Background: an optimization exercise with open tools, aiming at small area and a short achievable clock period. Do not read the settings as production practice. Function was checked by simulation only, so behaviour that the tests miss may differ from the original. Power figures rest on the tool's default switching activity, not on a simulated workload.

Setup of before:
==> flow/design.v <==
package consolite_pkg;
   localparam int word_bits   = 16;
   localparam int addr_bits   = 16;
   localparam int instr_bits  = 32;
   localparam int instr_bytes = 4;
   localparam int num_regs    = 16;
   localparam int status_bits = 12;
   typedef logic [word_bits-1:0]        word_t;
   typedef logic [addr_bits-1:0]        addr_t;
   typedef logic [instr_bits-1:0]       instr_t;
   typedef logic [$clog2(num_regs)-1:0] reg_idx_t;
   localparam logic [status_bits-1:0] status_default      = 12'h000;
   localparam logic [status_bits-1:0] status_invalid_base = 12'h800;
   typedef enum logic [7:0] {
      op_nop, op_load, op_loadi, op_mov, op_movi,
      op_add, op_sub, op_and, op_or, op_xor,
      op_shl, op_shra, op_shrl, op_cmp, op_tst,
      op_stor, op_stori,
      op_jmp, op_jmpi,
      op_jeq, op_jne, op_jg, op_jge, op_ja, op_jae,
      op_jl, op_jle, op_jb, op_jbe, op_jo, op_jno,
      op_js, op_jns
   } opcode_t;
   typedef struct packed {
      logic overflow;
      logic carry;
      logic zero;
      logic sign;
   } flags_t;
   typedef enum logic [2:0] {
      st_pre_boot,
      st_executing,
      st_wr_wait,
      st_rd_wait,
      st_halt
   } ctrl_state_t;
endpackage
`timescale 1ns/1ps
module processor (
   input  logic        clk,
   input  logic        rst_n,
   input  logic        boot_done,
   output logic [11:0] status,
   output logic [15:0] instr_ptr,
   input  logic        instr_valid,
   input  logic [31:0] cur_instr,
   output logic        cache_wr_en,
   output logic [15:0] cache_wr_addr,
   output logic [15:0] cache_wr_data,
   input  logic        cache_wr_done,
   output logic        cache_rd_en,
   output logic [15:0] cache_rd_addr,
   input  logic [15:0] cache_rd_data,
   input  logic        cache_rd_done
);
   logic ex, ww, rw, hl;
   logic [7:0]  bad_op;
   logic [15:0] vld;
   logic [15:0] regs [16];
   logic [3:0]  ld_idx;    
   logic        pv;        
   logic        fp;        
   logic [3:0]  f_q;       
   logic        c_sub, c_add, c_tst, c_shl, c_sra;
   logic        c_b, c_and, c_or, c_xor, c_sl, c_sr, c_sum;
   logic [3:0]  p_idx;
   logic [15:0] p_a, p_b;
   wire [7:0]  op  = cur_instr[31:24];
   wire [3:0]  r1  = cur_instr[19:16];
   wire [3:0]  r2  = cur_instr[11:8];
   wire [15:0] imm = cur_instr[15:0];
   wire [15:0] tgt = cur_instr[23:8];
   wire accept   = ex & instr_valid;
   wire op_hi0   = (op[7:5] == 3'b000);
   wire invalid  = op[7] | op[6] | (op[5] & (op[4:0] != 5'd0));
   wire is_load  = op_hi0 & ((op[4:0] == 5'd1) | (op[4:0] == 5'd2));
   wire is_store = op_hi0 & ((op[4:0] == 5'd15) | (op[4:0] == 5'd16));
   wire is_wop   = op_hi0 & ~op[4] & (op[3:0] >= 4'd3) & (op[3:0] <= 4'd12);
   wire is_fop   = op_hi0 & ~op[4] & ((op[3:0] == 4'd5) | (op[3:0] == 4'd6) |
                                      (op[3:0] == 4'd13) | (op[3:0] == 4'd14));
   wire wr_issue = accept & is_store & cache_wr_done;
   wire rd_issue = accept & is_load & cache_rd_done;
   wire stall    = accept & ((is_store & ~cache_wr_done) | (is_load & ~cache_rd_done));
   wire rd_fin   = rw & cache_rd_done & ~cache_rd_en;
   wire wr_fin   = ww & cache_wr_done & ~cache_wr_en;
   logic [15:0] p_res;
   logic [15:0] ra_q, rb_q;
   always_comb begin
      ra_q = '0;
      rb_q = '0;
      for (int i = 0; i < 16; i++) begin
         ra_q = ra_q | (regs[i] & {16{vld[i] && r1 == 4'(i)}});
         rb_q = rb_q | (regs[i] & {16{vld[i] && r2 == 4'(i)}});
      end
   end
   wire [15:0] ra = (pv && p_idx == r1) ? p_res : ra_q;
   wire [15:0] rb = (pv && p_idx == r2) ? p_res : rb_q;
   wire sub_m  = c_sub;
   wire add_m  = c_add;
   wire tst_m  = c_tst;
   wire shl_m  = c_shl;
   wire shra_m = c_sra;
   wire [15:0] bx  = p_b ^ {16{sub_m}};
   wire [17:0] sum_w = {1'b0, p_a, 1'b1} + {1'b0, bx, sub_m};
   wire [16:0] sum = sum_w[17:1];
   wire [15:0] v_and = p_a & p_b;
   wire [15:0] v_or  = p_a | p_b;
   wire [15:0] v_xor = p_a ^ p_b;
   wire fill = shra_m & p_a[15];
   logic [15:0] a_rev, sh_in, s1, s2, s4, s8, sh_out, sh_rev;
   always_comb begin
      for (int i = 0; i < 16; i++) a_rev[i] = p_a[15-i];
      sh_in = shl_m ? a_rev : p_a;
      s1 = p_b[0] ? {fill, sh_in[15:1]} : sh_in;
      s2 = p_b[1] ? {{2{fill}}, s1[15:2]} : s1;
      s4 = p_b[2] ? {{4{fill}}, s2[15:4]} : s2;
      s8 = p_b[3] ? {{8{fill}}, s4[15:8]} : s4;
      sh_out = (p_b[15:4] != 12'd0) ? {16{fill}} : s8;
      for (int i = 0; i < 16; i++) sh_rev[i] = sh_out[15-i];
   end
   assign p_res = ({16{c_b}}   & p_b)    | ({16{c_and}} & v_and)  |
                  ({16{c_or}}  & v_or)   | ({16{c_xor}} & v_xor)  |
                  ({16{c_sl}}  & sh_rev) | ({16{c_sr}}  & sh_out) |
                  ({16{c_sum}} & sum[15:0]);
   logic n_o, n_c, n_z, n_s;
   always_comb begin
      if (tst_m) begin
         n_o = 1'b0;
         n_c = 1'b0;
         n_z = (v_and == 16'd0);
         n_s = v_and[15];
      end else begin
         n_o = (p_a[15] == bx[15]) & (sum[15] != p_a[15]);
         n_c = sum[16] ^ sub_m;
         n_z = add_m ? (v_xor == {v_or[14:0], 1'b0}) : (v_xor == 16'd0);
         n_s = sum[15];
      end
   end
   logic f_o, f_c, f_z, f_s;
   assign {f_o, f_c, f_z, f_s} = fp ? {n_o, n_c, n_z, n_s} : f_q;
   logic taken;
   always_comb begin
      case (op[4:0])
         5'd17, 5'd18: taken = 1'b1;
         5'd19: taken = f_z;
         5'd20: taken = ~f_z;
         5'd21: taken = ~f_z & (f_s == f_o);
         5'd22: taken = (f_s == f_o);
         5'd23: taken = ~f_c & ~f_z;
         5'd24: taken = ~f_c;
         5'd25: taken = (f_s != f_o);
         5'd26: taken = (f_s != f_o) | f_z;
         5'd27: taken = f_c;
         5'd28: taken = f_c | f_z;
         5'd29: taken = f_o;
         5'd30: taken = ~f_o;
         5'd31: taken = f_s;
         5'd0:  taken = op[5] & ~f_s;    
         default: taken = 1'b0;
      endcase
   end
   logic [15:0] ip_n, ip_t;
   logic        ip_sel;
   assign instr_ptr = ip_sel ? ip_t : ip_n;
   wire [15:0] ip_inc = {instr_ptr[15:2] + 14'd1, instr_ptr[1:0]};
   wire        we_any = rd_fin | pv;
   wire [3:0]  widx   = rw ? ld_idx : p_idx;
   wire [15:0] wdata  = rw ? cache_rd_data : p_res;
   always_ff @(posedge clk) begin
      for (int i = 0; i < 16; i++) begin
         if (we_any && widx == 4'(i)) regs[i] <= wdata;
      end
   end
   always_ff @(posedge clk or negedge rst_n) begin
      if (!rst_n) begin
         vld <= '0;
      end else if (we_any) begin
         vld[widx] <= 1'b1;
      end
   end
   always_ff @(posedge clk or negedge rst_n) begin
      if (!rst_n) begin
         ex          <= 1'b0;
         ww          <= 1'b0;
         rw          <= 1'b0;
         hl          <= 1'b0;
         bad_op      <= '0;
         ip_n        <= '0;
         ip_sel      <= 1'b0;
         cache_wr_en <= 1'b0;
         cache_rd_en <= 1'b0;
         pv          <= 1'b0;
         fp          <= 1'b0;
         f_q         <= '0;
      end else begin
         pv          <= accept & is_wop;
         fp          <= accept & is_fop;
         f_q         <= accept ? 4'd0 : {f_o, f_c, f_z, f_s};
         cache_wr_en <= wr_issue;
         cache_rd_en <= rd_issue;
         if (!ex && !ww && !rw && !hl && boot_done) ex <= 1'b1;
         if (accept) begin
            if (invalid) begin
               ex     <= 1'b0;
               hl     <= 1'b1;
               bad_op <= op;
            end else if (!stall) begin
               ip_n      <= ip_inc;
               ip_sel    <= taken;
               if (wr_issue) begin
                  ex <= 1'b0;
                  ww <= 1'b1;
               end
               if (rd_issue) begin
                  ex <= 1'b0;
                  rw <= 1'b1;
               end
            end
         end
         if (wr_fin) begin
            ww <= 1'b0;
            ex <= 1'b1;
         end
         if (rd_fin) begin
            rw <= 1'b0;
            ex <= 1'b1;
         end
      end
   end
   always_ff @(posedge clk) begin
      if (accept && !invalid && !stall) ip_t <= (op[4:0] == 5'd17) ? ra : tgt;
      p_a   <= ra;
      p_b   <= (op[4] || op[3:0] == 4'd2 || op[3:0] == 4'd4) ? imm : rb;
      c_sub <= (op[3:0] == 4'd6) | (op[3:0] == 4'd13);
      c_add <= (op[3:0] == 4'd5);
      c_tst <= (op[3:0] == 4'd14);
      c_shl <= (op[3:0] == 4'd10);
      c_sra <= (op[3:0] == 4'd11);
      c_b   <= (op[3:0] == 4'd3) | (op[3:0] == 4'd4);
      c_and <= (op[3:0] == 4'd7);
      c_or  <= (op[3:0] == 4'd8);
      c_xor <= (op[3:0] == 4'd9);
      c_sl  <= (op[3:0] == 4'd10);
      c_sr  <= (op[3:0] == 4'd11) | (op[3:0] == 4'd12);
      c_sum <= (op[3:0] == 4'd5) | (op[3:0] == 4'd6);
      p_idx <= r1;
      if (rd_issue) ld_idx <= r1;
   end
   assign status        = {hl, 3'b000, bad_op};
   assign cache_wr_addr = p_b;
   assign cache_rd_addr = p_b;
   assign cache_wr_data = p_a;
endmodule
Settings: LEC_CHECK=0, CAP_MARGIN=20, CORE_MARGIN=2, CORE_UTILIZATION=60, CTS_BUF_LIST=sky130_fd_sc_hd__clkbuf_16, CTS_CLUSTER_DIAMETER=60, CTS_CLUSTER_SIZE=30, PLACE_DENSITY=0.75, SETUP_SLACK_MARGIN=3.5, SLEW_MARGIN=20; clock period 7.0 ns.
standard.sh (not shown) runs the stock make flow with config.mk's settings and CLKGATE_MAP_FILE= SYNTH_SCRIPT=/design/flow/synth_recipe.tcl, a recipe that flattens the netlist after the stock synthesis.
==> flow/flow/run.sh <==
#!/bin/bash
# Layout flow: the standard flow (standard.sh) with its standard
# synthesis, unchanged except that the port buffers are plain buffers
# (buf_2) instead of the delay cells buffer_ports picks by default.
# make's output goes to flow_make.log in this folder; each ORFS step keeps
# its own full log under orfs/logs/.
set -euo pipefail
export BUFFER_PORTS_ARGS="-buffer_cell sky130_fd_sc_hd__buf_2"
bash standard.sh finish > flow_make.log 2>&1
test -s out/final.def
## Diff of input files: after against before
diff --git a/flow/design.v b/flow/design.v
--- a/flow/design.v
+++ b/flow/design.v
@@ -94,13 +94,16 @@
       end
    end
    wire [15:0] ra = (pv && p_idx == r1) ? p_res : ra_q;
-   wire [15:0] rb = (pv && p_idx == r2) ? p_res : rb_q;
+   wire        b_imm = op[4] || op[3:0] == 4'd2 || op[3:0] == 4'd4;
+   wire        b_inv = op[3:0] == 4'd6 || op[3:0] == 4'd13;
+   wire        fwd_b = pv && p_idx == r2 && !b_imm;
+   wire [15:0] p_b_q = b_imm ? imm : (rb_q ^ {16{b_inv}});
    wire sub_m  = c_sub;
    wire add_m  = c_add;
    wire tst_m  = c_tst;
    wire shl_m  = c_shl;
    wire shra_m = c_sra;
-   wire [15:0] bx  = p_b ^ {16{sub_m}};
+   wire [15:0] bx  = p_b;
    wire [17:0] sum_w = {1'b0, p_a, 1'b1} + {1'b0, bx, sub_m};
    wire [16:0] sum = sum_w[17:1];
    wire [15:0] v_and = p_a & p_b;
@@ -132,7 +135,7 @@
       end else begin
          n_o = (p_a[15] == bx[15]) & (sum[15] != p_a[15]);
          n_c = sum[16] ^ sub_m;
-         n_z = add_m ? (v_xor == {v_or[14:0], 1'b0}) : (v_xor == 16'd0);
+         n_z = add_m ? (v_xor == {v_or[14:0], 1'b0}) : (v_xor == 16'hffff);
          n_s = sum[15];
       end
    end
@@ -230,7 +233,7 @@
    always_ff @(posedge clk) begin
       if (accept && !invalid && !stall) ip_t <= (op[4:0] == 5'd17) ? ra : tgt;
       p_a   <= ra;
-      p_b   <= (op[4] || op[3:0] == 4'd2 || op[3:0] == 4'd4) ? imm : rb;
+      p_b   <= fwd_b ? (p_res ^ {16{b_inv}}) : p_b_q;
       c_sub <= (op[3:0] == 4'd6) | (op[3:0] == 4'd13);
       c_add <= (op[3:0] == 4'd5);
       c_tst <= (op[3:0] == 4'd14);
[summary]
after reached the end of the flow, and the finished layout is clean on the timing, DRC and antenna checks. Comparing the two runs side by side, after comes out ahead of before on final critical path time including I/O delays and setup. When after is measured against before, its register share of the cell area turns out 0.77 points lower. Diff before and after: arrival time of data at the critical path endpoint lower in after. Higher number of buffers outside the clock class in the layout goes to after over before. Any difference in top achievable clock speed between before and after is small enough to ignore. after vs. before: cell count after synthesis moved down; switching power of the nets shows an increase of 9.8%.

separate check: timing with driven ports:
In the flow no input, the clock included, has a driving cell. The finished layouts below were timed again as built, in two steps. Step 1, drivers: a clkbuf_16 drives clk and a buf_2 each remaining input, both assumed. Step 2 moves the port delays by t, midway between the first and last clock arrival at a register: inputs arrive t later, outputs are due t later. That takes back most of the time a late clock gives input paths. a / b / c = no drivers / after step 1 / after step 2; a / b = the first two.
run	shift t [ns]	slack for setup (ns)	latest minus earliest clock arrival (ns)	worst data-port slew with drivers (ns)	pins driven straight from the clock port
before	0.611	3.452 / 3.480 / 2.869	0.038 / 0.038	0.06	1
after	0.637	3.461 / 3.381 / 2.745	0.059 / 0.059	0.15	1
After both steps setup and hold are still met in every run listed. For after, which loses most, drivers alone change the setup slack by -0.080 ns; drivers and shift together by -0.716 ns.
